Background: an optimization exercise with open tools, aiming at small area, a short achievable clock period and few clock cycles per item. Do not read the settings as production practice.
Function was checked by simulation only, so behaviour that the tests miss may differ from the original.
Power figures rest on the tool's default switching activity, not on a simulated workload.

==> flow/flow/run.sh <==
#!/bin/bash
# Standard layout, with plain buf_1 cells as the port buffers and the flit
# pins grouped by bit along the die edge
export BUFFER_PORTS_ARGS="-buffer_cell sky130_fd_sc_hd__buf_1"
export PRE_IO_PLACEMENT_TCL="$(pwd)/flow/io.tcl"
export PLACE_PINS_ARGS="-min_distance 1.2"
bash standard.sh > standard_flow.log 2>&1
==> flow/flow/io.tcl <==
# Bit-sliced pin placement: bit b of every input and output flit shares one
# stretch of the die edge, so each bit of the crossbar stays local
set die [ord::get_die_area]
set w [expr {[lindex $die 2] - [lindex $die 0]}]
set h [expr {[lindex $die 3] - [lindex $die 1]}]
set edges [list bottom $w right $h top $w left $h]
set per_edge 16
set b 0
foreach {edge len} $edges {
  set seg [expr {($len - 8.0) / $per_edge}]
  for {set k 0} {$k < $per_edge} {incr k} {
    set names {}
    for {set p 0} {$p < 5} {incr p} {
      set i [expr {64 * $p + $b}]
      foreach port [list in_flit\[$i\] out_flit\[$i\]] {
        if {[llength [get_ports -quiet $port]]} { lappend names $port }
      }
    }
    set lo [expr {4.0 + $k * $seg}]
    set hi [expr {$lo + $seg}]
    set_io_pin_constraint -pin_names $names -region $edge:[format %.2f $lo]-[format %.2f $hi]
    incr b
  }
}
==> flow/standard.sh <==
#!/bin/bash
# synth_recipe.tcl (not shown) runs the flow's synth.tcl, then flattens the netlist and writes it again
# the make line also repeats each setting of config.mk as NAME=value (left out here)
make -C /OpenROAD-flow-scripts/flow DESIGN_CONFIG=/design/flow/config.mk WORK_HOME=/design/flow/orfs CLKGATE_MAP_FILE= SYNTH_SCRIPT=/design/flow/synth_recipe.tcl "${@:-finish}"
==> flow/config.mk <==
export PLATFORM = sky130hd
export DESIGN_NAME = mesh_router
export DESIGN_NICKNAME = mesh_router
export VERILOG_FILES = /design/flow/design.v
export SDC_FILE = /design/flow/constraint.sdc
export NUM_CORES = 4
export LEC_CHECK = 0
export CAP_MARGIN = 20
export CELL_PAD_IN_SITES_DETAIL_PLACEMENT = 2
export CELL_PAD_IN_SITES_GLOBAL_PLACEMENT = 2
export CORE_AREA = 2 2 258 258
export DIE_AREA = 0 0 260 260
export PLACE_DENSITY = 0.4
export SETUP_SLACK_MARGIN = 2.0
export SLEW_MARGIN = 20
==> flow/constraint.sdc <==
create_clock -name core_clock -period 5.5 [get_ports {clk}]
set_input_delay 1.1000 -clock core_clock [delete_from_list [all_inputs] [get_ports {clk}]]
set_output_delay 1.1000 -clock core_clock [all_outputs]
set_load 0.01 [all_outputs]
==> flow/design.v <==
`timescale 1ns/1ps
package flit_pkg;
  typedef struct packed {
    logic                  vc;
    logic                  x_dir;
    logic                  y_dir;
    logic [(64 - 3 - 2 * 4 - 48)-1:0]    reserved;
    logic [4-1:0]     hop_x;
    logic [4-1:0]     hop_y;
    logic [48-1:0] payload;
  } flit_t;
endpackage
`timescale 1ns/1ps
package router_pkg;
  typedef enum logic [2:0] {
    PORT_UP    = 3'd0,
    PORT_DOWN  = 3'd1,
    PORT_LEFT  = 3'd2,
    PORT_RIGHT = 3'd3,
    PORT_NIC   = 3'd4
  } port_e;
  typedef struct packed {
    logic            valid;
    logic [64-1:0] flit;
  } link_t;
  typedef struct packed {
    logic [5-1:0] dest;
    logic [64-1:0]    flit;
  } req_t;
  function automatic [5-1:0] port_bit(input logic [2:0] p);
    port_bit    = '0;
    port_bit[p] = 1'b1;
  endfunction
endpackage
`timescale 1ns/1ps
module elastic_buffer (
  input  logic            clk,
  input  logic            reset,
  input  logic            in_valid,
  input  flit_pkg::flit_t in_data,
  output logic            in_ready,
  output logic            out_valid,
  output flit_pkg::flit_t out_data,
  input  logic            out_ready
);
  logic  full;
  flit_pkg::flit_t data_q;
  logic  push;
  logic  pop;
  assign pop      = full && out_ready;
  assign in_ready = !full || pop;
  assign push     = in_valid && in_ready;
  always_ff @(posedge clk or posedge reset) begin
    if (reset) begin
      full <= 1'b0;
    end else if (push) begin
      full <= 1'b1;
    end else if (pop) begin
      full <= 1'b0;
    end
  end
  always_ff @(posedge clk) begin
    if (push) begin
      data_q <= in_data;
    end
  end
  assign out_valid = full;
  assign out_data  = data_q;
endmodule
`timescale 1ns/1ps
module input_port (
  input  logic              clk,
  input  logic              reset,
  input  logic              in_valid,
  input  flit_pkg::flit_t   in_flit,
  output logic              in_ready,
  output router_pkg::req_t  req,
  output logic [4-1:0] hop_dec,
  input  logic              accept
);
  router_pkg::port_e route;
  always_comb begin
    route    = router_pkg::PORT_NIC;
    if (in_flit.hop_x != '0) begin
      route = in_flit.x_dir ? router_pkg::PORT_LEFT : router_pkg::PORT_RIGHT;
    end else if (in_flit.hop_y != '0) begin
      route = in_flit.y_dir ? router_pkg::PORT_DOWN : router_pkg::PORT_UP;
    end
  end
  assign req.dest = in_valid ? router_pkg::port_bit(route) : '0;
  assign req.flit = in_flit;
  always_ff @(posedge clk) begin
    hop_dec <= ((in_flit.hop_x != '0) ? in_flit.hop_x : in_flit.hop_y) - 1'b1;
  end
  assign in_ready = accept;
endmodule
`timescale 1ns/1ps
module output_port #(
  parameter int PORT = 0
) (
  input  logic                  clk,
  input  logic                  reset,
  input  logic                  polarity,
  input  logic [5-1:0] prio,
  input  logic [5-1:0] req_valid,
  input  logic [5*64-1:0] req_flit,
  input  logic [5*4-1:0] req_dec,
  output logic [5-1:0] grant,
  output logic                  out_valid,
  output flit_pkg::flit_t       out_flit,
  input  logic                  out_ready
);
  localparam int N = 5;
  logic [N-1:0] cand;
  logic [N-1:0] beats [N];
  logic [N-1:0] pick;
  flit_pkg::flit_t adj_flit;
  logic [N*64-1:0] adj_all;
  always_comb begin
    for (int i = 0; i < N; i++) begin
      cand[i] = req_valid[i] && !grant[i]
             && (req_flit[64*i + 64 - 1] == polarity);
    end
  end
  always_comb begin
    for (int i = 0; i < N; i++) begin
      for (int j = 0; j < N; j++) begin
        beats[i][j] = 1'b0;
        for (int k = 0; k < N; k++) begin
          if (prio[k] && (((j - k + N) % N) < ((i - k + N) % N))) begin
            beats[i][j] = 1'b1;
          end
        end
      end
    end
  end
  always_comb begin
    for (int i = 0; i < N; i++) begin
      pick[i] = cand[i] && !(|(cand & beats[i]));
    end
  end
  always_ff @(posedge clk or posedge reset) begin
    if (reset) begin
      grant <= '0;
    end else if (!(out_valid && !out_ready)) begin
      grant <= pick;
    end
  end
  assign out_valid = |grant;
  always_comb begin
    for (int i = 0; i < N; i++) begin
      adj_flit = req_flit[64*i +: 64];
      case (PORT)
        0: begin
          adj_flit.hop_x = '0;
          adj_flit.y_dir = 1'b0;
          adj_flit.hop_y = req_dec[4*i +: 4];
        end
        1: begin
          adj_flit.hop_x = '0;
          adj_flit.y_dir = 1'b1;
          adj_flit.hop_y = req_dec[4*i +: 4];
        end
        2: begin
          adj_flit.x_dir = 1'b1;
          adj_flit.hop_x = req_dec[4*i +: 4];
        end
        3: begin
          adj_flit.x_dir = 1'b0;
          adj_flit.hop_x = req_dec[4*i +: 4];
        end
        default: begin
          adj_flit.hop_x = '0;
          adj_flit.hop_y = '0;
        end
      endcase
      adj_all[64*i +: 64] = adj_flit;
    end
  end
  always_comb begin
    out_flit = '0;
    for (int i = 0; i < N; i++) begin
      if (grant[i]) begin
        out_flit = out_flit | adj_all[64*i +: 64];
      end
    end
  end
endmodule
`timescale 1ns/1ps
module mesh_router (
  input  logic                          clk,
  input  logic                          reset,
  input  logic [5-1:0]         in_valid,
  input  logic [5*64-1:0] in_flit,
  output logic [5-1:0]         in_ready,
  output logic [5-1:0]         out_valid,
  output logic [5*64-1:0] out_flit,
  input  logic [5-1:0]         out_ready,
  output logic                          polarity_to_nic
);
  localparam int N = 5;
  logic                  polarity;
  logic [N-1:0]          prio;
  logic [N*N-1:0]        req_dest;
  logic [N*64-1:0]  req_flit;
  logic [N*4-1:0]   req_dec;
  logic [N*N-1:0]        req_col;
  logic [N*N-1:0]        grant;
  logic [N-1:0]          accept;
  always_ff @(posedge clk or posedge reset) begin
    if (reset) begin
      polarity <= 1'b0;
      prio     <= {{(N - 1){1'b0}}, 1'b1};
    end else begin
      polarity <= ~polarity;
      prio     <= {prio[N-2:0], prio[N-1]};
    end
  end
  assign polarity_to_nic = polarity;
  for (genvar p = 0; p < N; p++) begin : g_port
    router_pkg::req_t req_p;
    input_port i_in (
      .clk      (clk),
      .reset    (reset),
      .in_valid (in_valid[p]),
      .in_flit  (in_flit[64*p +: 64]),
      .in_ready (in_ready[p]),
      .req      (req_p),
      .hop_dec  (req_dec[4*p +: 4]),
      .accept   (accept[p])
    );
    assign req_dest[N*p +: N]           = req_p.dest;
    assign req_flit[64*p +: 64] = req_p.flit;
    for (genvar i = 0; i < N; i++) begin : g_col
      assign req_col[N*p + i] = req_dest[N*i + p];
    end
    output_port #(.PORT(p)) i_out (
      .clk       (clk),
      .reset     (reset),
      .polarity  (polarity),
      .prio      ({prio[N-2:0], prio[N-1]}),
      .req_valid (req_col[N*p +: N]),
      .req_flit  (req_flit),
      .req_dec   (req_dec),
      .grant     (grant[N*p +: N]),
      .out_valid (out_valid[p]),
      .out_flit  (out_flit[64*p +: 64]),
      .out_ready (out_ready[p])
    );
  end
  always_comb begin
    accept = '0;
    for (int p = 0; p < N; p++) begin
      accept = accept | (out_ready[p] ? grant[N*p +: N] : '0);
    end
  end
endmodule
==> metrics.cfg, run 1 <==
[timing]
hold_violations = 0
finalSetupViolations = 0
rsz0062_at_grt = false
timing.slew.headroom_pct = 25.8
holdWs_ns = 0.540
tns_ns = 0
max_freq_mhz = 287
worst_pin_slew_ns = 1.10
clock-skew-final_ns = 0.00579
min_period_ns = 3.48
finalCritPeriodShare_pct = 63.3
slew_violations = 0

[synthesis]
synth.distinct_cells = 61
synth.top_cell.area_share_pct = 28.5
synth_area_leader_cell = a222oi_1
syn_avg_cell_area_um2 = 7.00
ys.warnings.count = 12
syn-cell-area_um2 = 10700
synth_seq_area_share_pct = 11.0
synthArstFlopShare_pct = 60.8
netlist_top_cells_area = a222oi_1 29%, a22oi_1 22%, nand2_1 11%
synth_ff_type = dfrtp_1
synth_edf_count = 0
yosys_register_bits = 51
syn_inst = 1529

[grt]
antenna_found_initial = 11
grt_pass1_wl_um = 147000
grt_start_max_net_pins = 57
gr-total-overflow = 0
grt_pass1_vias = 18614
globalRouteTotalUtil_pct = 29.6

[routing]
drtAntennaViolNets = 0
dr.pass1.iters = 13
vias_per_cell = 6.32
vias = 18227
post_drt_wl_per_cell_um = 37.1
wl_um = 107000
dr.first_iter.drc_count = 3114
remaining_drc_errors = 0

[place]
io_buffers = 644
place_hpwl_um = 72300
gp_congestion = 0.843
dp.cells = 2864

[floorplanning]
initial_utilization_pct = 16.6
core_um2 = 64600
die_w_um = 260
io_pins = 663
num_rows = 93
die-area_um2 = 67600
die_h_um = 260

[layout]
seq_area_um2 = 1250
final_util_pct = 21.8
final_nets = 2358
multi_input_area_um2 = 8580
drive_gt1_share_pct = 4.40
mostFrequentLayoutCells = 644 x buf_1, 325 x nand2_1, 307 x a22oi_1
layout.cells.non_filler = 2882
fillers = 7899
layout_commonest_cell = buf_1
area_growth_syn_to_layout_pct = 31.3

[cts]
htreeDepth = 2
holdBufCountCts = 0
cts_buffer_depth = 2
cts_tree = yes
path_clk_slew_ns = 0.08
root_buffer = clkbuf_16
cts_made_buffers = 5
cts_sinks = 51
clk_latency_ns = 0.31

[flow_run]
max_cap_viol_count = 0

[pwr]
combPwrFrac_pct = 60.3
swShare_pct = 56.8
power.share.sequential_pct = 24.3
p_clk_share_pct = 15.4
ir_drop_mv = 0.0947
intPower_uw = 973
power_density_nw_per_um2 = 160
p_sw_uw = 1280
p_leak_uw = 0.00512

[outcome]
status = timing/DRC/antenna clean

[setup_path]
worstSetupPathType = flip-flop to output pin
end_kind = output pin
start_kind = flip-flop
path_max_fanout = 38
critPathArrivalTime_ns = 2.38
required_ns = 4.40

[min_path]
min_path_type = flip-flop to flip-flop

-- power groups by stage --
stage / logic (uW) / registers [uW] / clock network (uW)
detailed placement: 1300 / 580 / 0
CTS: 1330 / 559 / 351
floorplan: 680 / 419 / 0
global placement: 1290 / 578 / 0
finish: 1360 / 548 / 346
global route: 1460 / 551 / 362
-- stage by stage --
stage / total power (uW) / cell area (um^2) / setup WS (ns)
after global routing: 2370 / 14100 / 2.01
final: 2250 / 14100 / 2.02
after detailed placement: 1880 / 13700 / 2.00
after floorplan: 1100 / 10800 / 2.60
after CTS: 2240 / 14000 / 2.01
after global placement: 1870 / 13700 / 1.74
-- worst paths after layout --
check                                          from                       end  slack, ns  cells after the start
setup / recovery           g_port[2].i_out.grant[4]             out_flit[172]       2.02                      4
hold / removal                              prio[0]                   prio[1]       0.54                      0
setup reg to reg           g_port[3].i_out.grant[4]  g_port[3].i_out.grant[0]       2.60                      6
hold reg to reg                             prio[0]                   prio[1]       0.54                      0
max in group asynchronous                     reset  g_port[3].i_out.grant[1]       4.26                      3
min in group asynchronous                     reset  g_port[4].i_out.grant[0]       0.86                      3
-- Yosys cell counts (all sizes together), types with 12 or more instances --
library cell / instances
a222oi: 305
dfxtp: 20
nand2: 325
clkbuf: 166
nor4: 17
nand2b: 15
a21oi: 40
inv: 28
o21ai: 14
a22oi: 307
nor2: 46
dfrtp: 30
nand4: 14
buf: 54
nor3: 12
-- layout make-up --
type                            count  share of cell area [%]
Inverter                           28                   0.748
Tap cell                          855                    7.61
Antenna cell                        5                  0.0890
Clock buffer                        5                   0.890
Sequential cell                    51                    8.87
Multi-Input combinational cell   1247                    61.0
Timing Repair Buffer              688                    20.6
Clock inverter                      3                   0.142
-- what timing repair did --
| item | 4_1_cts | 5_1_grt |
|---|---|---|
| resized for setup | 8 | 5 |
| setup buffers | 4 | 1 |
| endpoints found under the setup margin | 159 | 17 |
| endpoints found under the hold margin | 0 | 0 |
-- registers in the layout, summed over array words and instances (netlist names) --
signal / flops
prio: 5
g_port.i_out.grant: 25
polarity: 1
g_port.i_in.hop_dec: 20
-- layer usage --
| metal | track usage [%] | share of wire [%] | up-vias |
|---|---|---|---|
| li1 | - | - | 7507 |
| met1 | 39.8 | 43 | 9489 |
| met2 | 50.0 | 48 | 1109 |
| met3 | 4.54 | 7.7 | 110 |
| met4 | 5.73 | 1.5 | 12 |
| met5 | 0 | 0.068 | - |
-- critical path, cell delays in order, from the launching register on --
cell and delay (ns):
dfrtp_4 0.89, buf_4 0.58, a222oi_1 0.18, nand2_1 0.17, buf_1 0.18
-- cells by family after synthesis --
group	Yosys count	synth area share, %
adder cells (fa/ha/maj)	5	0.584
flip-flops	51	11.0
other	1	0.0350
AND/OR/NAND/NOR	482	20.2
buffers and inverters	248	9.70
AO/OA/AOI/OAI	726	57.2
XOR/XNOR	16	1.31
Testbench counts, summed over its fixed seeds: cycles 9,340, flits 16,000.
==> run 2: changes to the inputs <==
--- a/flow/config.mk
+++ b/flow/config.mk
@@ -11,5 +11,5 @@
 export CORE_AREA = 2 2 258 258
 export DIE_AREA = 0 0 260 260
 export PLACE_DENSITY = 0.4
-export SETUP_SLACK_MARGIN = 2.0
+export SETUP_SLACK_MARGIN = 2.5
 export SLEW_MARGIN = 20
==> run 2 against run 1 <==
Still clean on timing, DRC and antenna; sequential share of layout area down 1.4 points; cell area grew 19%; setup slack improved by 0.45 ns; area after synthesis unchanged.
==> metrics.cfg, run 2 <==
[timing]
clock-skew-final_ns = 0.00952  ; +0.00373 ns
hold_violations = 0  ; unchanged
finalSetupViolations = 0  ; unchanged
max_freq_mhz = 330  ; +15%
min_period_ns = 3.03  ; -0.454 ns
finalCritPeriodShare_pct = 55.1  ; -8.3 points
timing.slew.headroom_pct = 24.4  ; -1.5 points
slew_violations = 0  ; unchanged
worst_pin_slew_ns = 1.12  ; +0.0215 ns
tns_ns = 0  ; unchanged
rsz0062_at_grt = true

[layout]
design_area_um2 = 16800  ; +19%
area_growth_syn_to_layout_pct = 56.7
top_register = g_port.i_out.grant
top_regs = g_port.i_out.grant (25), g_port.i_in.hop_dec (20), prio (5)
final_nets = 2444  ; +3.6%
layout_commonest_cell = buf_1
multi_input_area_um2 = 8650  ; +0.85%
fillers = 7720  ; -2.3%
seq_area_um2 = 1260  ; +1.2%
drive_gt1_share_pct = 23.4  ; +19 points
final_util_pct = 26.0  ; +4.2 points
mostFrequentLayoutCells = 336 x buf_1, 325 x nand2_1, 307 x a22oi_1
largest_reg_flops = 25  ; unchanged

[grt]
globalRouteTotalUtil_pct = 31.6  ; +2.0 points
grt_pass1_vias = 19032  ; +2.2%
grt_pass1_wl_um = 155000  ; +5.2%
gr-total-overflow = 0  ; unchanged
grt_start_max_net_pins = 47  ; -18%
antenna_found_initial = 6  ; -5

[floorplanning]
core_um2 = 64600  ; unchanged
die-area_um2 = 67600  ; unchanged
die_h_um = 260  ; unchanged
io_pins = 663  ; unchanged
num_rows = 93  ; unchanged
initial_utilization_pct = 16.6  ; unchanged
die_w_um = 260  ; unchanged

[routing]
post_drt_wl_per_cell_um = 38.7  ; +4.2%
wl_um = 115000  ; +7.3%
wl_met1_um = 48500  ; +6.0%
wl_met2_um = 54900  ; +7.1%
top_layer = met5
met3_length_um = 9050  ; +9.3%
vias_per_cell = 6.31  ; -0.16%
dr.pass1.iters = 14  ; +1
vias = 18735  ; +2.8%
remaining_drc_errors = 0  ; unchanged
drtAntennaViolNets = 0  ; unchanged
dr.first_iter.drc_count = 3199  ; +2.7%

[cts]
cts_buffer_depth = 2  ; unchanged
clk_latency_ns = 0.31  ; about the same
root_buffer = clkbuf_16
cts_made_buffers = 5  ; unchanged
cts_tree = yes
htreeDepth = 2  ; unchanged
cts_sinks = 51  ; unchanged
path_clk_slew_ns = 0.08  ; about the same
holdBufCountCts = 0  ; unchanged

[synthesis]
yosysMostFrequentCell = nand2_1
synth_seq_area_share_pct = 11.0  ; unchanged
yosys_register_bits = 51  ; unchanged
synthArstFlopShare_pct = 60.8  ; unchanged
netlist_top_cells_area = a222oi_1 29%, a22oi_1 22%, nand2_1 11%
synth_ff_type = dfrtp_1
synth.distinct_cells = 61  ; unchanged
synthTopCellsByCount = 325 x nand2_1, 307 x a22oi_1, 305 x a222oi_1
synth_edf_count = 0  ; unchanged
ys.warnings.count = 12  ; unchanged
syn_avg_cell_area_um2 = 7.00  ; unchanged
synth.top_cell.area_share_pct = 28.5  ; unchanged
syn-cell-area_um2 = 10700  ; unchanged
syn_inst = 1529  ; unchanged
synth_area_leader_cell = a222oi_1

[place]
place_hpwl_um = 72300  ; unchanged
placed_area_um2 = 13700  ; unchanged
io_buffers = 644  ; unchanged
gp_congestion = 0.843  ; unchanged

[pwr]
power_density_nw_per_um2 = 153  ; -4.5%
p_leak_uw = 0.00704  ; +38%
ir_drop_mv = 0.103  ; +8.6%

[setup_path]
ff2ff_path_depth = 6  ; unchanged
r2r_slack_ns = 2.80  ; +0.20 ns
start_kind = input pin
path_cells = buf_8, a222oi_1, nand2_1, buf_2
required_ns = 4.40  ; about the same
end_kind = output pin
slowest_delay_ns = 0.36  ; -0.53 ns
slowest_stage = a222oi_1
worstSetupPathType = input pin to output pin
critPathArrivalTime_ns = 1.93  ; -0.45 ns
path_max_fanout = 5  ; -87%

[min_path]
min_path_cells = 0  ; unchanged
min_path_type = flip-flop to flip-flop

[flow_run]
max_cap_viol_count = 0  ; unchanged

[outcome]
status = timing/DRC/antenna clean

## run 2: cell counts after synthesis
No cell type changed its count.
## run 2: layout make-up
class                      count  share of cell area, %
multi-input combinational   1247                   51.6
timing repair buffer         774                   33.0
sequential                    51                   7.52
tap                          855                   6.38
clock buffer                   5                  0.746
inverter                      28                  0.626
clock inverter                 3                  0.119
antenna                        4                 0.0597
## run 2: path summary, 6_finish.rpt
path	start	to
worst max register to register	g_port[2].i_out.grant[0]	g_port[2].i_out.grant[1]
worst max-delay path	in_flit[44]	out_flit[44]
worst min register to register	prio[0]	prio[1]
min in group asynchronous	reset	polarity
max in group asynchronous	reset	g_port[3].i_out.grant[1]
worst min-delay path	prio[0]	prio[1]
## run 2: power breakdown
part	switching, uW	internal, uW
logic	1140	642
registers	48.9	401
clock network	176	169
total	1360	1210
## run 2: cell families (layout without fill, tap and decap cells)
kind of cell | Yosys count | in the layout | share of synthesized area, %
AO/OA/AOI/OAI | 726 | 726 | 57.2
AND/OR/NAND/NOR | 482 | 482 | 20.2
buffers and inverters | 248 | 810 | 9.70
flip-flops | 51 | 51 | 11.0
XOR/XNOR | 16 | 16 | 1.31
adder cells (fa/ha/maj) | 5 | 5 | 0.584
other | 1 | 22 | 0.0350
## run 2: per-stage QoR
stage	total power, uW	worst slack (ns)	hold slack (ns)	instances
global route	2680	2.43	0.565	2965
CTS	2410	2.48	0.548	2939
detailed placement	1880	2.00	0.527	2864
floorplan	1100	2.60	0.365	1546
finish	2570	2.47	0.555	2967
global placement	1870	1.74	0.531	2864
## run 2: critical path: cells and delay by family
kind            cells  cell delay, ns
simple gates        1            0.18
compound gates      1            0.36
buf+inv             2            0.28
## run 2: per-layer routing
metal	GRT usage [%]	vias up
met5	0	-
met4	7.01	4
met3	4.81	124
met2	53.6	1165
met1	42.1	9754
li1	-	7688
## run 2: timing repair
| item | in CTS | in global routing |
|---|---|---|
| pin swaps | 155 | 274 |
| cloned | 2 | 5 |
| endpoints found under the setup margin | 323 | 276 |
| resized for setup | 190 | 655 |
| buffers inserted | 65 | 19 |
==> run 3: changes to the inputs <==
--- a/flow/design.v
+++ b/flow/design.v
@@ -184,6 +184,11 @@
         out_flit = out_flit | adj_all[64*i +: 64];
       end
     end
+    case (PORT)
+      1: out_flit.y_dir = 1'b1;
+      2: out_flit.x_dir = 1'b1;
+      default: ;
+    endcase
   end
 endmodule
 `timescale 1ns/1ps
--- a/flow/config.mk
+++ b/flow/config.mk
@@ -11,5 +11,5 @@
 export CORE_AREA = 2 2 258 258
 export DIE_AREA = 0 0 260 260
 export PLACE_DENSITY = 0.4
-export SETUP_SLACK_MARGIN = 2.5
+export SETUP_SLACK_MARGIN = 2.3
 export SLEW_MARGIN = 20
==> run 3 against run 2 <==
Still clean; area after synthesis up 0.25%; sequential share of layout area up 1.2 points; cell area down 13%; setup slack got worse by 0.15 ns; highest routed layer unchanged.
==> metrics.cfg, run 3 <==
[timing]
setup_slack_ns = 2.32  ; -0.153 ns
rsz0062_at_grt = true
min_period_ns = 3.18  ; +0.153 ns
clock-skew-final_ns = 0.00887  ; -0.000648 ns
worst_pin_slew_ns = 1.11  ; -0.00804 ns
holdWs_ns = 0.534  ; -0.0217 ns
finalSetupViolations = 0  ; unchanged
finalCritPeriodShare_pct = 57.8  ; +2.8 points
hold_violations = 0  ; unchanged
max_freq_mhz = 314  ; -4.8%
tns_ns = 0  ; unchanged
timing.slew.headroom_pct = 25.3  ; +0.90 points
slew_violations = 0  ; unchanged

[synthesis]
syn_avg_cell_area_um2 = 7.03  ; +0.44%
synth.top_cell.area_share_pct = 28.4  ; -0.070 points
syn_inst = 1526  ; -0.20%
netlist_top_cells_area = a222oi_1 28%, a22oi_1 21%, nand2_1 12%
synth_seq_area_share_pct = 11.0  ; -0.027 points
yosys_register_bits = 51  ; unchanged
synth_ff_type = dfrtp_1
synth_area_leader_cell = a222oi_1
syn-cell-area_um2 = 10700  ; +0.25%
synth.distinct_cells = 66  ; +8.2%
synth_edf_count = 0  ; unchanged
synthTopCellsByCount = 334 x nand2_1, 307 x a22oi_1, 305 x a222oi_1
yosysMostFrequentCell = nand2_1
synthArstFlopShare_pct = 60.8  ; unchanged
ys.warnings.count = 12  ; unchanged

[grt]
gr-total-overflow = 0  ; unchanged
grt_pass1_vias = 18765  ; -1.4%
grt_start_max_net_pins = 43  ; -8.5%
antenna_found_initial = 13  ; +7
grt_pass1_wl_um = 151000  ; -2.3%
globalRouteTotalUtil_pct = 30.8  ; -0.88 points

[layout]
mostFrequentLayoutCells = 629 x buf_1, 334 x nand2_1, 307 x a22oi_1
top_register = g_port.i_out.grant
drive_gt1_share_pct = 6.65  ; -17 points
fillers = 7855  ; +1.7%
top_regs = g_port.i_out.grant (25), g_port.i_in.hop_dec (20), prio (5)
largest_reg_flops = 25  ; unchanged
final_nets = 2381  ; -2.6%
area_growth_syn_to_layout_pct = 36.3
layout_commonest_cell = buf_1

[setup_path]
cp-endpoint = out_flit[187]
ff2ff_path_depth = 5  ; -1
r2r-end = g_port[1].i_out.grant[2]
worstSetupPathType = flip-flop to output pin
timing.critical_path.from = g_port[2].i_out.grant[4]
r2r_start = polarity
required_ns = 4.40  ; about the same
critPathArrivalTime_ns = 2.08  ; +0.15 ns
start_kind = flip-flop
r2r_slack_ns = 2.80  ; about the same
path_max_fanout = 39  ; +34
end_kind = output pin

[routing]
drtAntennaViolNets = 0  ; unchanged
dr.first_iter.drc_count = 3131  ; -2.1%
remaining_drc_errors = 0  ; unchanged
vias_per_cell = 6.31  ; about the same
post_drt_wl_per_cell_um = 38.2  ; -1.3%
dr.pass1.iters = 12  ; -2
vias = 18336  ; -2.1%
wl_um = 111000  ; -3.3%

[cts]
clk_latency_ns = 0.31  ; about the same
root_buffer = clkbuf_16
cts_sinks = 51  ; unchanged
path_clk_slew_ns = 0.08  ; about the same
cts_made_buffers = 5  ; unchanged
htreeDepth = 2  ; unchanged
cts_buffer_depth = 2  ; unchanged
cts_tree = yes

[floorplanning]
core_um2 = 64600  ; unchanged
io_pins = 663  ; unchanged
initial_utilization_pct = 16.6  ; +0.041 points
die-area_um2 = 67600  ; unchanged
num_rows = 93  ; unchanged
die_w_um = 260  ; unchanged
die_h_um = 260  ; unchanged

[place]
io_buffers = 642  ; -0.31%
place_ws_ns = 2.07  ; +0.0736 ns
place_hpwl_um = 73800  ; +2.0%
gp_congestion = 0.841  ; -0.25%

[pwr]
ir_drop_mv = 0.113  ; +10%
power_density_nw_per_um2 = 158  ; +3.1%
p_leak_uw = 0.00537  ; -24%

[min_path]
hold_start = prio[0]
min_path_type = flip-flop to flip-flop

[flow_run]
max_cap_viol_count = 0  ; unchanged

[outcome]
status = timing/DRC/antenna clean

## run 3: cell count changes in the layout (fill, tap and decap cells not counted), sizes merged, moves of 4 or more
cell    change
a21oi       -4
nor4        +5
clkbuf     -66
and4        -5
o31ai       +5
nand2       +9
nand3       +6
nand2b      -7
nor2       -12
## run 3: where the power goes
group          total (uW)  leakage [uW]  switching [uW]  internal [uW]
registers             496      0.000541            96.6            399
logic                1430       0.00475             996            429
clock network         391     0.0000805             173            217
## run 3: worst max-delay path: stages, from the launching register on
cell and delay [ns]:
dfrtp_4 0.64, buf_8 0.28, a222oi_1 0.42, nand2_1 0.18, buf_1 0.17
## run 3: cells by family (layout without fill, tap and decap cells)
kind of cell    after synthesis  after routing  synth area share, %
flops                        51             51                 11.0
simple gates                484            484                 20.6
fa+ha+maj                     5              5                0.583
other cells                   2             26               0.0700
xor+xnor                     16             16                 1.31
compound gates              722            722                 56.7
buf+inv                     246            747                 9.72
## run 3: per-stage QoR
step                cells  instance area (um^2)  power [uW]  utilization [%]
finish               2906                 14600        2310             22.6
detailed placement   2857                 13700        1810             21.2
CTS                  2888                 14400        2270             22.3
floorplan            1544                 10800        1060                -
global placement     2857                 13700        1800             21.2
global route         2903                 14600        2420             22.6
## run 3: worst min path at each step
stage,end,slack (ns),depth (start not counted)
floorplan,prio[0],0.35,0
global placement,prio[1],0.52,0
detailed placement,prio[1],0.52,0
CTS,prio[1],0.53,0
global route,prio[1],0.53,0
finish,prio[1],0.53,0
## run 3: routing by layer
metal / part of all wire (%) / GRT usage [%] / up-vias
met5: 0.075 / 0 / -
met3: 7.2 / 4.34 / 128
li1: - / - / 7557
met4: 2.3 / 6.55 / 12
met1: 43 / 41.0 / 9556
met2: 48 / 52.4 / 1083
## run 3: cell type report
class | count | area (um^2) | area share [%]
multi-input combinational | 1247 | 8600 | 58.8
timing repair buffer | 711 | 3400 | 23.2
sequential | 51 | 1270 | 8.68
tap | 855 | 1070 | 7.32
clock buffer | 5 | 125 | 0.856
inverter | 28 | 105 | 0.719
clock inverter | 3 | 46.3 | 0.317
antenna | 6 | 15.0 | 0.103
## run 3: what timing repair did
action,4_1_cts,5_1_grt
setup buffers,23,12
pin swaps,1,6
setup endpoints to repair,283,43
gates resized for setup,39,16
hold buffers,0,0
Testbench counts of run 3, summed over its fixed seeds: cycles 9,340, flits 16,000.
==> run 4: changes to the inputs <==
--- a/flow/config.mk
+++ b/flow/config.mk
@@ -11,5 +11,5 @@
 export CORE_AREA = 2 2 258 258
 export DIE_AREA = 0 0 260 260
 export PLACE_DENSITY = 0.4
-export SETUP_SLACK_MARGIN = 2.3
+export SETUP_SLACK_MARGIN = 2.4
 export SLEW_MARGIN = 20
==> run 4 against run 3 <==
Wire length grew 2.0%; register-to-register slack gained 0.11 ns; highest routed layer unchanged; clock power shrank 2%; power grew 2.2%; sequential power shrank 6.9%; utilization grew 0.73 points; still clean on timing, DRC and antenna; maximum frequency grew 2.0%; combinational power grew 6%; first-iteration DRC count grew 10%; critical path depth grew 1; count of clock-buffer cells in the layout is the same; sequential cell count is the same.
==> metrics.cfg, run 4 <==
[outcome]
status = timing/DRC/antenna clean

[floorplanning]
num_rows = 93  ; unchanged
die-area_um2 = 67600  ; unchanged
die_h_um = 260  ; unchanged
initial_utilization_pct = 16.6  ; unchanged
io_pins = 663  ; unchanged
core_um2 = 64600  ; unchanged
die_w_um = 260  ; unchanged

[layout]
top_regs = g_port.i_out.grant (25), g_port.i_in.hop_dec (20), prio (5)
area_growth_syn_to_layout_pct = 40.6
layout_commonest_cell = buf_1
final_nets = 2408  ; +1.1%
mostFrequentLayoutCells = 591 x buf_1, 334 x nand2_1, 307 x a22oi_1
largest_reg_flops = 25  ; unchanged
top_register = g_port.i_out.grant
drive_gt1_share_pct = 9.89  ; +3.2 points

[grt]
antenna_found_initial = 11  ; -2
globalRouteTotalUtil_pct = 31.5  ; +0.76 points
grt_pass1_wl_um = 154000  ; +1.9%
gr-total-overflow = 0  ; unchanged
grt_start_max_net_pins = 43  ; unchanged
grt_pass1_vias = 18974  ; +1.1%

[synthesis]
synth_edf_count = 0  ; unchanged
synth_ff_type = dfrtp_1
syn_inst = 1526  ; unchanged
yosys_register_bits = 51  ; unchanged
syn_avg_cell_area_um2 = 7.03  ; unchanged
synth_seq_area_share_pct = 11.0  ; unchanged
synth.distinct_cells = 66  ; unchanged
synthArstFlopShare_pct = 60.8  ; unchanged
synthTopCellsByCount = 334 x nand2_1, 307 x a22oi_1, 305 x a222oi_1
netlist_top_cells_area = a222oi_1 28%, a22oi_1 21%, nand2_1 12%
yosysMostFrequentCell = nand2_1
ys.warnings.count = 12  ; unchanged
synth_area_leader_cell = a222oi_1
synth.top_cell.area_share_pct = 28.4  ; unchanged
syn-cell-area_um2 = 10700  ; unchanged

[setup_path]
ff2ff_path_depth = 5  ; unchanged
worstSetupPathType = input pin to flip-flop
required_ns = 5.68  ; +1.28 ns
r2r_slack_ns = 2.91  ; +0.11 ns
path_max_fanout = 5  ; -87%
r2r-end = g_port[1].i_out.grant[1]
critPathArrivalTime_ns = 3.30  ; +1.22 ns
start_kind = input pin
end_kind = flip-flop
r2r_start = polarity

[place]
gp_congestion = 0.841  ; unchanged
place_hpwl_um = 73800  ; unchanged
io_buffers = 642  ; unchanged

[cts]
path_clk_slew_ns = 0.08  ; about the same
cts_sinks = 51  ; unchanged
htreeDepth = 2  ; unchanged
clk_latency_ns = 0.31  ; about the same
cts_tree = yes
holdBufCountCts = 0  ; unchanged
cts_buffer_depth = 2  ; unchanged
cts_made_buffers = 5  ; unchanged
root_buffer = clkbuf_16

[timing]
tns_ns = 0  ; unchanged
min_period_ns = 3.12  ; -0.0636 ns
clock-skew-final_ns = 0.00566  ; -0.00321 ns
max_freq_mhz = 321  ; +2.0%
timing.slew.headroom_pct = 29.3  ; +4.0 points
worst_pin_slew_ns = 1.05  ; -0.0596 ns
finalCritPeriodShare_pct = 56.7  ; -1.2 points
rsz0062_at_grt = false
hold_violations = 0  ; unchanged
slew_violations = 0  ; unchanged
finalSetupViolations = 0  ; unchanged

[pwr]
power_density_nw_per_um2 = 156  ; -1.0%
swShare_pct = 54.2  ; -0.54 points
power_uw = 2360  ; +2.2%
power.share.sequential_pct = 19.6  ; -1.8 points
p_sw_uw = 1280  ; +1.1%
combPwrFrac_pct = 64.1  ; +2.4 points
ir_drop_mv = 0.108  ; -4.2%
p_leak_uw = 0.00569  ; +5.9%
intPower_uw = 1080  ; +3.4%
p_clk_share_pct = 16.3  ; -0.6 points

[min_path]
hold_start = prio[0]
hold_end = prio[1]
min_path_cells = 0  ; unchanged
min_path_type = flip-flop to flip-flop

[routing]
drtAntennaViolNets = 0  ; unchanged
remaining_drc_errors = 0  ; unchanged
dr.pass1.iters = 10  ; -2
post_drt_wl_per_cell_um = 38.6  ; +1.1%
dr.first_iter.drc_count = 3444  ; +10%
wl_um = 113000  ; +2.0%
vias = 18562  ; +1.2%
vias_per_cell = 6.34  ; +0.40%

[flow_run]
max_cap_viol_count = 0  ; unchanged

run 4: stage by stage:
stage | area (um^2) | std cells | hold WS, ns | worst slack, ns | utilization (%)
finish | 15100 | 2930 | 0.530 | 2.38 | 23.4
global route | 15100 | 2928 | 0.533 | 2.40 | 23.4
CTS | 14700 | 2907 | 0.529 | 2.40 | 22.8
detailed placement | 13700 | 2857 | 0.517 | 2.07 | 21.2
global placement | 13700 | 2857 | 0.525 | 2.04 | 21.2
floorplan | 10800 | 1544 | 0.353 | 2.60 | -
run 4: area by class of cell:
cell class                 count  area (um^2)
clock buffer                   5          125
multi-input combinational   1247         8630
timing repair buffer         738         3840
sequential                    51         1270
clock inverter                 3         46.3
antenna                        3         7.51
tap                          855         1070
inverter                      28          105
fill                        7823        49500
run 4: power by group through the flow:
stage	clock (uW)	combinational, uW	sequential [uW]
floorplan	0	645	418
global placement	0	1230	572
detailed placement	0	1240	576
CTS	395	1450	477
global route	409	1600	465
finish	385	1510	462
run 4: layer usage:
metal  vias to the layer above  wire length (um)  part of all wire (%)  GRT usage [%]
met5                         -                70                 0.062              0
met1                      9629             47800                    42           41.9
met4                        10              2760                   2.4           7.02
li1                       7610                 -                     -              -
met2                      1185             53200                    47           53.4
met3                       128              9320                   8.2           4.90
run 4: how the worst max path moves through the flow:
stage                 startpoint                        to  cells after the start
floorplan           out_ready[0]               in_ready[0]                      4
global placement    out_ready[1]               in_ready[1]                      4
detailed placement  out_ready[1]               in_ready[1]                      4
CTS                 in_flit[127]             out_flit[191]                      4
global route        in_flit[245]  g_port[1].i_out.grant[1]                      6
finish              in_flit[115]  g_port[4].i_out.grant[1]                      5
run 4: kinds of logic after synthesis:
kind of cell,count (synthesis),share of synthesized area (%)
AOI/OAI and AO/OA,722,56.7
xor gates and xnor gates,16,1.31
adders and majority gates,5,0.583
buffers and inverters,246,9.72
DFF,51,11.0
other,2,0.0700
and+or+nand+nor,484,20.6
run 4: critical path: stages:
cell and delay [ns]:
buf_1 0.15, nor4_1 0.92, nand4b_1 0.24, or4_1 0.56, o2bb2ai_1 0.31
run 4: what timing repair did:
| item | in CTS | in global routing |
|---|---|---|
| gates resized for setup | 63 | 85 |
| pin swaps | 7 | 65 |
| endpoints found under the setup margin | 296 | 77 |
| gates cloned | 0 | 0 |
| setup buffers | 42 | 20 |
==> run 5: changes to the inputs <==
--- a/flow/design.v
+++ b/flow/design.v
@@ -75,7 +75,6 @@
   input  flit_pkg::flit_t   in_flit,
   output logic              in_ready,
   output router_pkg::req_t  req,
-  output logic [4-1:0] hop_dec,
   input  logic              accept
 );
   router_pkg::port_e route;
@@ -89,9 +88,6 @@
   end
   assign req.dest = in_valid ? router_pkg::port_bit(route) : '0;
   assign req.flit = in_flit;
-  always_ff @(posedge clk) begin
-    hop_dec <= ((in_flit.hop_x != '0) ? in_flit.hop_x : in_flit.hop_y) - 1'b1;
-  end
   assign in_ready = accept;
 endmodule
 `timescale 1ns/1ps
@@ -104,7 +100,6 @@
   input  logic [5-1:0] prio,
   input  logic [5-1:0] req_valid,
   input  logic [5*64-1:0] req_flit,
-  input  logic [5*4-1:0] req_dec,
   output logic [5-1:0] grant,
   output logic                  out_valid,
   output flit_pkg::flit_t       out_flit,
@@ -154,20 +149,20 @@
         0: begin
           adj_flit.hop_x = '0;
           adj_flit.y_dir = 1'b0;
-          adj_flit.hop_y = req_dec[4*i +: 4];
+          adj_flit.hop_y = adj_flit.hop_y - 1'b1;
         end
         1: begin
           adj_flit.hop_x = '0;
           adj_flit.y_dir = 1'b1;
-          adj_flit.hop_y = req_dec[4*i +: 4];
+          adj_flit.hop_y = adj_flit.hop_y - 1'b1;
         end
         2: begin
           adj_flit.x_dir = 1'b1;
-          adj_flit.hop_x = req_dec[4*i +: 4];
+          adj_flit.hop_x = adj_flit.hop_x - 1'b1;
         end
         3: begin
           adj_flit.x_dir = 1'b0;
-          adj_flit.hop_x = req_dec[4*i +: 4];
+          adj_flit.hop_x = adj_flit.hop_x - 1'b1;
         end
         default: begin
           adj_flit.hop_x = '0;
@@ -184,11 +179,6 @@
         out_flit = out_flit | adj_all[64*i +: 64];
       end
     end
-    case (PORT)
-      1: out_flit.y_dir = 1'b1;
-      2: out_flit.x_dir = 1'b1;
-      default: ;
-    endcase
   end
 endmodule
 `timescale 1ns/1ps
@@ -208,7 +198,6 @@
   logic [N-1:0]          prio;
   logic [N*N-1:0]        req_dest;
   logic [N*64-1:0]  req_flit;
-  logic [N*4-1:0]   req_dec;
   logic [N*N-1:0]        req_col;
   logic [N*N-1:0]        grant;
   logic [N-1:0]          accept;
@@ -231,7 +220,6 @@
       .in_flit  (in_flit[64*p +: 64]),
       .in_ready (in_ready[p]),
       .req      (req_p),
-      .hop_dec  (req_dec[4*p +: 4]),
       .accept   (accept[p])
     );
     assign req_dest[N*p +: N]           = req_p.dest;
@@ -246,7 +234,6 @@
       .prio      ({prio[N-2:0], prio[N-1]}),
       .req_valid (req_col[N*p +: N]),
       .req_flit  (req_flit),
-      .req_dec   (req_dec),
       .grant     (grant[N*p +: N]),
       .out_valid (out_valid[p]),
       .out_flit  (out_flit[64*p +: 64]),
==> flow/run.sh (new file) <==
#!/bin/bash
# synth_recipe.tcl (not shown) runs the flow's synth.tcl, then flattens the netlist and writes it again
# the make line also repeats each setting of config.mk as NAME=value (left out here)
make -C /OpenROAD-flow-scripts/flow DESIGN_CONFIG=/design/flow/config.mk WORK_HOME=/design/flow/orfs CLKGATE_MAP_FILE= SYNTH_SCRIPT=/design/flow/synth_recipe.tcl finish
--- a/flow/config.mk
+++ b/flow/config.mk
@@ -11,5 +11,4 @@
 export CORE_AREA = 2 2 258 258
 export DIE_AREA = 0 0 260 260
 export PLACE_DENSITY = 0.4
-export SETUP_SLACK_MARGIN = 2.4
 export SLEW_MARGIN = 20
removed: flow/flow/run.sh
removed: flow/flow/io.tcl
removed: flow/standard.sh
==> run 5 against run 4 <==
Via count decreased by 3.4%; hold slack got worse by 0.011 ns; non-clock buffer count decreased by 53; synthesized cell count decreased by 3.1%; clock skew decreased by 0.0029 ns; register-to-register slack got worse by 0.55 ns; sequential cell count decreased by 20; utilization increased by 3.9 points; critical path type is now input pin to output pin; maximum frequency decreased by 30%; sequential share of layout area decreased by 3.8 points; power increased by 4.0%; combinational power increased by 21%.
==> metrics.cfg, run 5 <==
[grt]
grt_pass1_wl_um = 156000  ; +0.93%
grt_pass1_vias = 18165  ; -4.3%
antenna_found_initial = 25  ; +14
gr-total-overflow = 0  ; unchanged
grt_start_max_net_pins = 64  ; +49%
globalRouteTotalUtil_pct = 32.0  ; +0.43 points

[pwr]
intPower_uw = 1250  ; +16%
p_leak_uw = 0.00676  ; +19%
ir_drop_mv = 0.0858  ; -21%
p_clk_share_pct = 12.0  ; -4.3 points
combPwrFrac_pct = 74.0  ; +9.9 points
power.share.sequential_pct = 14.0  ; -5.6 points
p_sw_uw = 1200  ; -5.9%
power_density_nw_per_um2 = 139  ; -11%
swShare_pct = 49.0  ; -5.2 points

[floorplanning]
die_h_um = 260  ; unchanged
io_pins = 663  ; unchanged
num_rows = 93  ; unchanged
initial_utilization_pct = 15.9  ; -0.71 points
die_w_um = 260  ; unchanged
core_um2 = 64600  ; unchanged
die-area_um2 = 67600  ; unchanged

[routing]
drtAntennaViolNets = 0  ; unchanged
post_drt_wl_per_cell_um = 40.4  ; +4.5%
dr.pass1.iters = 11  ; +1
vias_per_cell = 6.29  ; -0.67%
dr.first_iter.drc_count = 3044  ; -12%
wl_um = 115000  ; +1.7%
remaining_drc_errors = 0  ; unchanged
vias = 17935  ; -3.4%

[setup_path]
critPathArrivalTime_ns = 3.34  ; +0.04 ns
r2r_slack_ns = 2.36  ; -0.55 ns
worstSetupPathType = input pin to output pin
r2r_start = g_port[2].i_out.grant[2]
ff2ff_path_depth = 5  ; unchanged
end_kind = output pin
required_ns = 4.40  ; -1.28 ns
start_kind = input pin
r2r-end = g_port[2].i_out.grant[4]
path_max_fanout = 4  ; -1

[synthesis]
syn-cell-area_um2 = 10300  ; -4.3%
synth.top_cell.area_share_pct = 29.7  ; +1.3 points
ys.warnings.count = 12  ; unchanged
synth_seq_area_share_pct = 7.57  ; -3.4 points
synthTopCellsByCount = 310 x nand2_1, 305 x a222oi_1, 295 x a22oi_1
syn_avg_cell_area_um2 = 6.94  ; -1.3%
synth_ff_type = dfrtp_1
synth_area_leader_cell = a222oi_1
yosysMostFrequentCell = nand2_1
synth.distinct_cells = 60  ; -9.1%
netlist_top_cells_area = a222oi_1 30%, a22oi_1 22%, nand2_1 11%
yosys_register_bits = 31  ; -39%
syn_inst = 1479  ; -3.1%
synthArstFlopShare_pct = 100  ; +39 points
synth_edf_count = 0  ; unchanged

[cts]
cts_buffer_depth = 2  ; unchanged
post_cts_buffers = 0  ; -100%
path_clk_slew_ns = 0.06  ; -0.02 ns
htreeDepth = 2  ; unchanged
post_cts_resized = 0  ; -100%
holdBufCountCts = 0  ; unchanged
root_buffer = clkbuf_16
cts_sinks = 31  ; -39%
cts_made_buffers = 5  ; unchanged
clk_latency_ns = 0.29  ; -0.02 ns
cts_tree = yes

[timing]
rsz0062_at_grt = false
timing.slew.headroom_pct = 18.8  ; -10 points
setup_slack_ns = 1.06  ; -1.32 ns
finalCritPeriodShare_pct = 80.7  ; +24 points
hold_violations = 0  ; unchanged
worst_pin_slew_ns = 1.22  ; +0.166 ns
tns_ns = 0  ; unchanged
clock-skew-final_ns = 0.00272  ; -0.00294 ns
max_freq_mhz = 225  ; -30%
finalSetupViolations = 0  ; unchanged
slew_violations = 0  ; unchanged
min_period_ns = 4.44  ; +1.32 ns

[layout]
layout_commonest_cell = clkdlybuf4s50_1
final_nets = 2324  ; -3.5%
area_growth_syn_to_layout_pct = 71.6
largest_reg_flops = 25  ; unchanged
mostFrequentLayoutCells = 644 x clkdlybuf4s50_1, 310 x nand2_1, 305 x a222oi_1
top_register = g_port.i_out.grant
drive_gt1_share_pct = 4.60  ; -5.3 points
fillers = 7404  ; -5.4%
top_regs = g_port.i_out.grant (25), prio (5), polarity (1)

[place]
gp_congestion = 0.895  ; +6.4%
place_ws_ns = 1.08  ; -0.988 ns
place_hpwl_um = 81600  ; +11%
io_buffers = 644  ; +0.31%

[flow_run]
max_cap_viol_count = 0  ; unchanged

[min_path]
hold_end = prio[1]
min_path_type = flip-flop to flip-flop
min_path_cells = 0  ; unchanged
hold_start = prio[0]

[outcome]
status = timing/DRC/antenna clean

run 5: cell count changes in the layout (fill, tap and decap cells not counted), sizes merged, moves of 15 or more:
cell | previous run | this run
inv | 28 | 57
buf | 721 | 41
a21oi | 36 | 15
nor4 | 22 | 6
nand2 | 334 | 310
dfxtp | 20 | 0
xor2 | 6 | 21
clkdlybuf4s50 | 0 | 644
o221ai | 0 | 16
clkbuf | 22 | 7
run 5: final cells by class:
| cell class | count | area [um^2] | area share (%) |
|---|---|---|---|
| antenna | 17 | 42.5 | 0.241 |
| sequential | 31 | 811 | 4.60 |
| multi-input combinational | 1197 | 8440 | 47.9 |
| clock buffer | 7 | 143 | 0.809 |
| clock inverter | 1 | 5.00 | 0.0284 |
| inverter | 57 | 214 | 1.21 |
| timing repair buffer | 685 | 6900 | 39.2 |
| tap | 855 | 1070 | 6.07 |
run 5: kinds of logic (layout without fill, tap and decap cells):
logic type	after synthesis	after routing	share of synthesized area [%]
AOI/OAI and AO/OA	702	702	58.7
xor gates and xnor gates	26	26	2.29
adders and majority gates	15	15	1.83
buffers and inverters	268	750	10.9
DFF	31	31	7.57
other	1	35	0.0365
and+or+nand+nor	436	436	18.7
run 5: power by group through the flow:
stage	sequential, uW	clock (uW)	combinational (uW)
2_1_floorplan	244	0	650
3_3_place_gp	346	0	1800
3_5_place_dp	345	0	1800
4_1_cts	341	299	1810
5_1_grt	341	304	1900
6_report	343	294	1820
run 5: stage by stage:
step	total power, uW	cell area [um^2]	hold slack, ns	cells	util (%)
6_report	2460	17600	0.519	2850	27.3
5_1_grt	2550	17600	0.520	2847	27.3
4_1_cts	2450	17600	0.515	2833	27.2
3_5_place_dp	2140	17400	0.511	2825	27.0
3_3_place_gp	2140	17400	0.517	2825	27.0
2_1_floorplan	894	10300	0.352	1496	-
run 5: worst max-delay path: stages:
cell	delay (ns)
clkdlybuf4s50_1	0.55
inv_1	0.11
ha_1	0.29
inv_1	0.05
a222oi_1	0.33
o221ai_1	0.21
clkdlybuf4s50_1	0.69
run 5: worst max-delay path by stage:
stage | startpoint | end | slack (ns) | depth (start not counted)
3_5_place_dp | in_flit[304] | out_flit[49] | 1.08 | 7
5_1_grt | in_flit[304] | out_flit[113] | 1.02 | 7
6_report | in_flit[304] | out_flit[113] | 1.06 | 7
4_1_cts | in_flit[304] | out_flit[49] | 1.07 | 7
3_3_place_gp | in_flit[304] | out_flit[49] | 1.08 | 7
2_1_floorplan | in_flit[116] | out_flit[245] | 2.43 | 5
run 5: routing by layer:
layer	global-route usage, %	vias to the layer above	share of wire [%]
met4	8.38	12	2.6
met3	7.05	125	9.1
met1	40.0	9355	40
met5	0	-	0.065
met2	54.9	1120	48
li1	-	7323	-
Testbench counts of run 5, summed over its fixed seeds: cycles 9,340, flits 16,000.
==> run 6: changes to the inputs <==
--- a/flow/design.v
+++ b/flow/design.v
@@ -98,50 +98,92 @@
   input  logic                  reset,
   input  logic                  polarity,
   input  logic [5-1:0] prio,
+  input  logic [5-1:0] fresh,
   input  logic [5-1:0] req_valid,
   input  logic [5*64-1:0] req_flit,
-  output logic [5-1:0] grant,
+  output logic [5-1:0] take,
+  output logic [5-1:0] listen,
   output logic                  out_valid,
   output flit_pkg::flit_t       out_flit,
   input  logic                  out_ready
 );
   localparam int N = 5;
+  logic [N-1:0] sel;
+  logic         old_q;
+  logic         new_q;
+  logic [N-1:0] fits;
   logic [N-1:0] cand;
   logic [N-1:0] beats [N];
+  logic [N-1:0] fbeats [N];
   logic [N-1:0] pick;
+  logic [N-1:0] fpick;
+  logic         hold;
   flit_pkg::flit_t adj_flit;
   logic [N*64-1:0] adj_all;
-  always_comb begin
-    for (int i = 0; i < N; i++) begin
-      cand[i] = req_valid[i] && !grant[i]
+  logic [4-1:0]    hop_dec;
+  always_comb begin
+    for (int i = 0; i < N; i++) begin
+      listen[i] = sel[i] && (old_q || (new_q && fits[i]));
+    end
+  end
+  always_comb begin
+    for (int i = 0; i < N; i++) begin
+      fits[i] = req_valid[i] && (req_flit[64*i + 64 - 1] != polarity);
+    end
+  end
+  always_comb begin
+    for (int i = 0; i < N; i++) begin
+      take[i] = sel[i] && out_ready && (old_q || (new_q && fits[i]));
+    end
+  end
+  assign out_valid = old_q || (new_q && |(sel & fits));
+  assign hold      = out_valid && !out_ready;
+  always_comb begin
+    for (int i = 0; i < N; i++) begin
+      cand[i] = req_valid[i] && !(sel[i] && old_q)
              && (req_flit[64*i + 64 - 1] == polarity);
     end
   end
   always_comb begin
     for (int i = 0; i < N; i++) begin
       for (int j = 0; j < N; j++) begin
-        beats[i][j] = 1'b0;
+        beats[i][j]  = 1'b0;
+        fbeats[i][j] = 1'b0;
         for (int k = 0; k < N; k++) begin
           if (prio[k] && (((j - k + N) % N) < ((i - k + N) % N))) begin
             beats[i][j] = 1'b1;
           end
+          if (prio[k] && (((j - k - PORT + 2 * N) % N) < ((i - k - PORT + 2 * N) % N))) begin
+            fbeats[i][j] = 1'b1;
+          end
         end
       end
     end
   end
   always_comb begin
     for (int i = 0; i < N; i++) begin
-      pick[i] = cand[i] && !(|(cand & beats[i]));
+      pick[i]  = cand[i] && !(|(cand & beats[i]));
+      fpick[i] = fresh[i] && !(|(fresh & fbeats[i]));
     end
   end
   always_ff @(posedge clk or posedge reset) begin
     if (reset) begin
-      grant <= '0;
-    end else if (!(out_valid && !out_ready)) begin
-      grant <= pick;
-    end
-  end
-  assign out_valid = |grant;
+      sel   <= '0;
+      old_q <= 1'b0;
+      new_q <= 1'b0;
+    end else if (hold) begin
+      old_q <= 1'b1;
+      new_q <= 1'b0;
+    end else if (|pick) begin
+      sel   <= pick;
+      old_q <= 1'b1;
+      new_q <= 1'b0;
+    end else begin
+      sel   <= fpick;
+      old_q <= 1'b0;
+      new_q <= |fpick;
+    end
+  end
   always_comb begin
     for (int i = 0; i < N; i++) begin
       adj_flit = req_flit[64*i +: 64];
@@ -149,20 +191,16 @@
         0: begin
           adj_flit.hop_x = '0;
           adj_flit.y_dir = 1'b0;
-          adj_flit.hop_y = adj_flit.hop_y - 1'b1;
         end
         1: begin
           adj_flit.hop_x = '0;
           adj_flit.y_dir = 1'b1;
-          adj_flit.hop_y = adj_flit.hop_y - 1'b1;
         end
         2: begin
           adj_flit.x_dir = 1'b1;
-          adj_flit.hop_x = adj_flit.hop_x - 1'b1;
         end
         3: begin
           adj_flit.x_dir = 1'b0;
-          adj_flit.hop_x = adj_flit.hop_x - 1'b1;
         end
         default: begin
           adj_flit.hop_x = '0;
@@ -173,12 +211,29 @@
     end
   end
   always_comb begin
+    logic [4-1:0] h;
+    logic              z;
     out_flit = '0;
-    for (int i = 0; i < N; i++) begin
-      if (grant[i]) begin
+    hop_dec  = '0;
+    for (int i = 0; i < N; i++) begin
+      if (sel[i]) begin
         out_flit = out_flit | adj_all[64*i +: 64];
       end
-    end
+      h = (PORT == 0 || PORT == 1) ? req_flit[64*i + 48 +: 4]
+                                   : req_flit[64*i + 48 + 4 +: 4];
+      for (int k = 0; k < 4; k++) begin
+        z = 1'b1;
+        for (int m = 0; m < k; m++) begin
+          z = z & !h[m];
+        end
+        hop_dec[k] = hop_dec[k] | (sel[i] & h[k] & !z) | (sel[i] & !h[k] & z);
+      end
+    end
+    case (PORT)
+      0, 1: out_flit.hop_y = hop_dec;
+      2, 3: out_flit.hop_x = hop_dec;
+      default: ;
+    endcase
   end
 endmodule
 `timescale 1ns/1ps
@@ -199,8 +254,10 @@
   logic [N*N-1:0]        req_dest;
   logic [N*64-1:0]  req_flit;
   logic [N*N-1:0]        req_col;
-  logic [N*N-1:0]        grant;
+  logic [N*N-1:0]        take;
   logic [N-1:0]          accept;
+  logic [N-1:0]          fresh;
+  logic [N*N-1:0]        listen;
   always_ff @(posedge clk or posedge reset) begin
     if (reset) begin
       polarity <= 1'b0;
@@ -232,9 +289,11 @@
       .reset     (reset),
       .polarity  (polarity),
       .prio      ({prio[N-2:0], prio[N-1]}),
+      .fresh     (fresh),
       .req_valid (req_col[N*p +: N]),
       .req_flit  (req_flit),
-      .grant     (grant[N*p +: N]),
+      .take      (take[N*p +: N]),
+      .listen    (listen[N*p +: N]),
       .out_valid (out_valid[p]),
       .out_flit  (out_flit[64*p +: 64]),
       .out_ready (out_ready[p])
@@ -242,8 +301,10 @@
   end
   always_comb begin
     accept = '0;
+    fresh  = ~in_valid;
     for (int p = 0; p < N; p++) begin
-      accept = accept | (out_ready[p] ? grant[N*p +: N] : '0);
+      accept = accept | take[N*p +: N];
+      fresh  = fresh  | listen[N*p +: N];
     end
   end
 endmodule
==> flow/flow/run.sh (new file) <==
#!/bin/bash
# Standard layout, with plain buf_1 cells as the port buffers and the flit
# pins grouped by bit along the die edge
export BUFFER_PORTS_ARGS="-buffer_cell sky130_fd_sc_hd__buf_1"
export PRE_IO_PLACEMENT_TCL="$(pwd)/flow/io.tcl"
export PLACE_PINS_ARGS="-min_distance 1.2"
bash standard.sh > standard_flow.log 2>&1
==> flow/flow/io.tcl (new file) <==
# Bit-sliced pin placement: bit b of every input and output flit shares one
# stretch of the die edge, so each bit of the crossbar stays local
set die [ord::get_die_area]
set w [expr {[lindex $die 2] - [lindex $die 0]}]
set h [expr {[lindex $die 3] - [lindex $die 1]}]
set edges [list bottom $w right $h top $w left $h]
set per_edge 16
set b 0
foreach {edge len} $edges {
  set seg [expr {($len - 8.0) / $per_edge}]
  for {set k 0} {$k < $per_edge} {incr k} {
    set names {}
    for {set p 0} {$p < 5} {incr p} {
      set i [expr {64 * $p + $b}]
      foreach port [list in_flit\[$i\] out_flit\[$i\]] {
        if {[llength [get_ports -quiet $port]]} { lappend names $port }
      }
    }
    set lo [expr {4.0 + $k * $seg}]
    set hi [expr {$lo + $seg}]
    set_io_pin_constraint -pin_names $names -region $edge:[format %.2f $lo]-[format %.2f $hi]
    incr b
  }
}
==> flow/standard.sh (new file) <==
#!/bin/bash
# synth_recipe.tcl (not shown) runs the flow's synth.tcl, then flattens the netlist and writes it again
# the make line also repeats each setting of config.mk as NAME=value (left out here)
make -C /OpenROAD-flow-scripts/flow DESIGN_CONFIG=/design/flow/config.mk WORK_HOME=/design/flow/orfs CLKGATE_MAP_FILE= SYNTH_SCRIPT=/design/flow/synth_recipe.tcl "${@:-finish}"
--- a/flow/config.mk
+++ b/flow/config.mk
@@ -11,4 +11,5 @@
 export CORE_AREA = 2 2 258 258
 export DIE_AREA = 0 0 260 260
 export PLACE_DENSITY = 0.4
+export SETUP_SLACK_MARGIN = 2.2
 export SLEW_MARGIN = 20
removed: flow/run.sh
==> run 6 against run 5 <==
Synthesized cell count increased by 25%; count of clock-buffer cells in the layout unchanged; clock skew increased by 0.0045 ns; via count increased by 18%; maximum frequency increased by 3.0%; combinational power increased to 3.6 times the previous value; wire length increased by 0.76%; setup slack improved by 0.13 ns; register-to-register slack got worse by 0.31 ns; sequential share of layout area increased by 1.7 points; critical endpoint is now out_valid[0].
==> metrics.cfg, run 6 <==
[synthesis]
syn-cell-area_um2 = 12500  ; +22%
synth.distinct_cells = 82  ; +37%
synthTopCellsByCount = 394 x nand2_1, 302 x a22oi_1, 301 x a222oi_1
ys.warnings.count = 17  ; +5
synth_seq_area_share_pct = 8.22  ; +0.65 points
syn_inst = 1852  ; +25%
yosys_register_bits = 41  ; +32%
netlist_top_cells_area = a222oi_1 24%, a22oi_1 18%, nand2_1 12%
synthArstFlopShare_pct = 100  ; unchanged
synth.top_cell.area_share_pct = 24.1  ; -5.6 points
synth_area_leader_cell = a222oi_1
synth_edf_count = 0  ; unchanged
yosysMostFrequentCell = nand2_1
synth_ff_type = dfrtp_1
syn_avg_cell_area_um2 = 6.75  ; -2.8%

[timing]
rsz0062_at_grt = true
max_freq_mhz = 232  ; +3.0%
hold_violations = 0  ; unchanged
slew_violations = 0  ; unchanged
min_period_ns = 4.31  ; -0.128 ns
worst_pin_slew_ns = 0.889  ; -0.328 ns
timing.slew.headroom_pct = 40.7  ; +22 points
tns_ns = 0  ; unchanged
clock-skew-final_ns = 0.00719  ; +0.00447 ns
finalCritPeriodShare_pct = 78.3  ; -2.3 points
finalSetupViolations = 0  ; unchanged

[grt]
grt_start_max_net_pins = 59  ; -7.8%
antenna_found_initial = 7  ; -72%
globalRouteTotalUtil_pct = 31.8  ; -0.15 points
grt_pass1_vias = 22108  ; +22%
grt_pass1_wl_um = 162000  ; +3.6%
gr-total-overflow = 0  ; unchanged

[routing]
vias = 21175  ; +18%
post_drt_wl_per_cell_um = 36.0  ; -11%
vias_per_cell = 6.57  ; +4.4%
dr.pass1.iters = 13  ; +2
remaining_drc_errors = 0  ; unchanged
dr.first_iter.drc_count = 3205  ; +5.3%
wl_um = 116000  ; +0.76%
drtAntennaViolNets = 0  ; unchanged

[floorplanning]
die-area_um2 = 67600  ; unchanged
die_h_um = 260  ; unchanged
die_w_um = 260  ; unchanged
num_rows = 93  ; unchanged
core_um2 = 64600  ; unchanged
initial_utilization_pct = 19.4  ; +3.5 points
io_pins = 663  ; unchanged

[min_path]
min_path_type = flip-flop to flip-flop
min_path_cells = 0  ; unchanged

[cts]
htreeDepth = 2  ; unchanged
path_clk_slew_ns = 0.06  ; about the same
cts_buffer_depth = 2  ; unchanged
clk_latency_ns = 0.30  ; about the same
cts_sinks = 41  ; +32%
cts_made_buffers = 5  ; unchanged
holdBufCountCts = 0  ; unchanged
cts_tree = yes
root_buffer = clkbuf_16

[layout]
largest_reg_flops = 25  ; unchanged
drive_gt1_share_pct = 14.8  ; +10 points
mostFrequentLayoutCells = 583 x buf_1, 392 x nand2_1, 301 x a222oi_1
top_register = g_port.i_out.sel
layout_commonest_cell = buf_1
fillers = 7821  ; +5.6%
area_growth_syn_to_layout_pct = 38.4
final_nets = 2695  ; +16%
layout.cells.non_filler = 3223  ; +13%

[place]
dp.cells = 3141  ; +11%
place_hpwl_um = 78600  ; -3.6%
io_buffers = 644  ; unchanged
gp_congestion = 0.942  ; +5.3%

[setup_path]
required_ns = 4.40  ; about the same
critPathArrivalTime_ns = 3.21  ; -0.13 ns
worstSetupPathType = input pin to output pin
end_kind = output pin
path_max_fanout = 3  ; -1
start_kind = input pin
ff2ff_path_depth = 10  ; +5

[outcome]
status = timing/DRC/antenna clean

[flow_run]
max_cap_viol_count = 0  ; unchanged

[pwr]
ir_drop_mv = 0.255  ; +200%
p_leak_uw = 0.00600  ; -11%
power_density_nw_per_um2 = 473  ; +240%

run 6: cell types whose count changed after synthesis, sizes merged, moves of 17 or more:
cell    previous run  this run
nor2              28        65
mux2i              0        17
inv               57        29
o21ai             16        46
clkbuf           168       196
buf               43        75
a21oi             15        65
nand4              6        23
nand2            310       394
nand3             10        40
run 6: metrics by stage:
stage	hold WS (ns)	area [um^2]	power [uW]	setup slack, ns	util [%]
after floorplan	0.352	12900	4200	1.47	-
after global placement	0.636	15400	7110	0.943	23.8
after detailed placement	0.623	15400	7160	0.959	23.8
after CTS	0.636	16700	7810	1.21	25.8
after global routing	0.664	17300	8550	1.13	26.8
final	0.645	17300	8180	1.19	26.8
run 6: cell type report:
class / instances / area, um^2 / share of cell area, %
multi-input combinational: 1530 / 11100 / 64.1
timing repair buffer: 756 / 3780 / 21.9
sequential: 41 / 1100 / 6.34
tap: 855 / 1070 / 6.18
clock buffer: 7 / 133 / 0.767
inverter: 29 / 109 / 0.629
antenna: 4 / 10.0 / 0.0579
clock inverter: 1 / 5.00 / 0.0289
run 6: report_power, final:
part           leakage, uW  internal (uW)  switching [uW]  total (uW)
logic              0.00548           2050            4490        6540
clock network    0.0000679            168             135         303
registers         0.000445            424             914        1340
total              0.00600           2640            5540        8180
run 6: path summary, 6_finish.rpt:
| path | from | end | slack (ns) |
|---|---|---|---|
| max | in_flit[55] | out_valid[0] | 1.19 |
| min | prio[0] | prio[1] | 0.65 |
| max reg2reg | polarity | g_port[0].i_out.sel[0] | 2.05 |
| min reg2reg | prio[0] | prio[1] | 0.65 |
| max in group asynchronous | reset | g_port[3].i_out.sel[4] | 4.11 |
| min in group asynchronous | reset | g_port[2].i_out.old_q | 0.92 |
run 6: what timing repair did:
| action | 4_1_cts | 5_1_grt |
|---|---|---|
| gates cloned | 1 | 1 |
| pin swaps | 51 | 40 |
| gates resized for setup | 219 | 95 |
| setup buffers | 45 | 23 |
| endpoints found under the setup margin | 309 | 114 |
run 6: logic make-up (layout without fill, tap and decap cells):
logic type             after synthesis  after routing  synth area share, %
multiplexers                        17             17                 1.36
other                                1             22               0.0300
flip-flops                          41             41                 8.22
AND/OR/NAND/NOR                    616            618                 21.9
XOR/XNOR                            30             30                 2.10
buffers and inverters              300            793                 10.6
AO/OA/AOI/OAI                      847            847                 55.7
run 6: worst max-delay path: stages:
cell and delay (ns):
buf_6 0.09, or4_4 0.56, or4_4 0.61, o32ai_4 0.32, a21oi_2 0.06, a31oi_2 0.19, or2_4 0.17, buf_6 0.10
run 6: metal layers:
layer	global-route usage, %	share of wire [%]	vias up
li1	-	-	8753
met4	8.65	2.3	8
met5	0	0.047	-
met2	53.4	47	1209
met1	42.1	43	11038
met3	4.87	7.6	167
Testbench counts of run 6, summed over its fixed seeds: cycles 8,157, flits 16,000.

## what the ideal ports hide
The results above use ideal ports. As a check the final layouts listed here were re-extracted and re-timed, cells and wires unchanged. Step 1, drivers: a clkbuf_16 drives clk and a buf_2 each remaining input, both assumed. Step 2 times the ports against the registers' clock, not the clock port: input delays grow and output delays shrink by t, the midpoint of the rising clock arrivals with the driver on. a / b / c = ideal / step 1 / step 2; a / b = the first two.
run	t, ns	setup slack, ns	worst hold slack (ns)	slew at the worst register clock pin (ns)	cell pins on the clock port's net
run 1	0.358	2.018 / 1.970 / 1.979	0.540 / 0.540 / 0.540	0.08 / 0.08	1
run 2	0.357	2.472 / 2.396 / 2.252	0.555 / 0.555 / 0.555	0.08 / 0.08	1
run 3	0.361	2.319 / 2.268 / 2.047	0.534 / 0.534 / 0.534	0.08 / 0.08	1
run 4	0.359	2.383 / 2.357 / 2.047	0.530 / 0.530 / 0.530	0.08 / 0.08	1
run 5	0.335	1.063 / 0.893 / 0.893	0.519 / 0.519 / 0.519	0.06 / 0.06	1
run 6	0.355	1.191 / 1.161 / 1.161	0.645 / 0.645 / 0.645	0.06 / 0.06	1
After both steps every run listed still meets setup and hold. For run 4, which loses most, drivers alone change the setup slack by -0.026 ns; drivers and shift together by -0.336 ns.
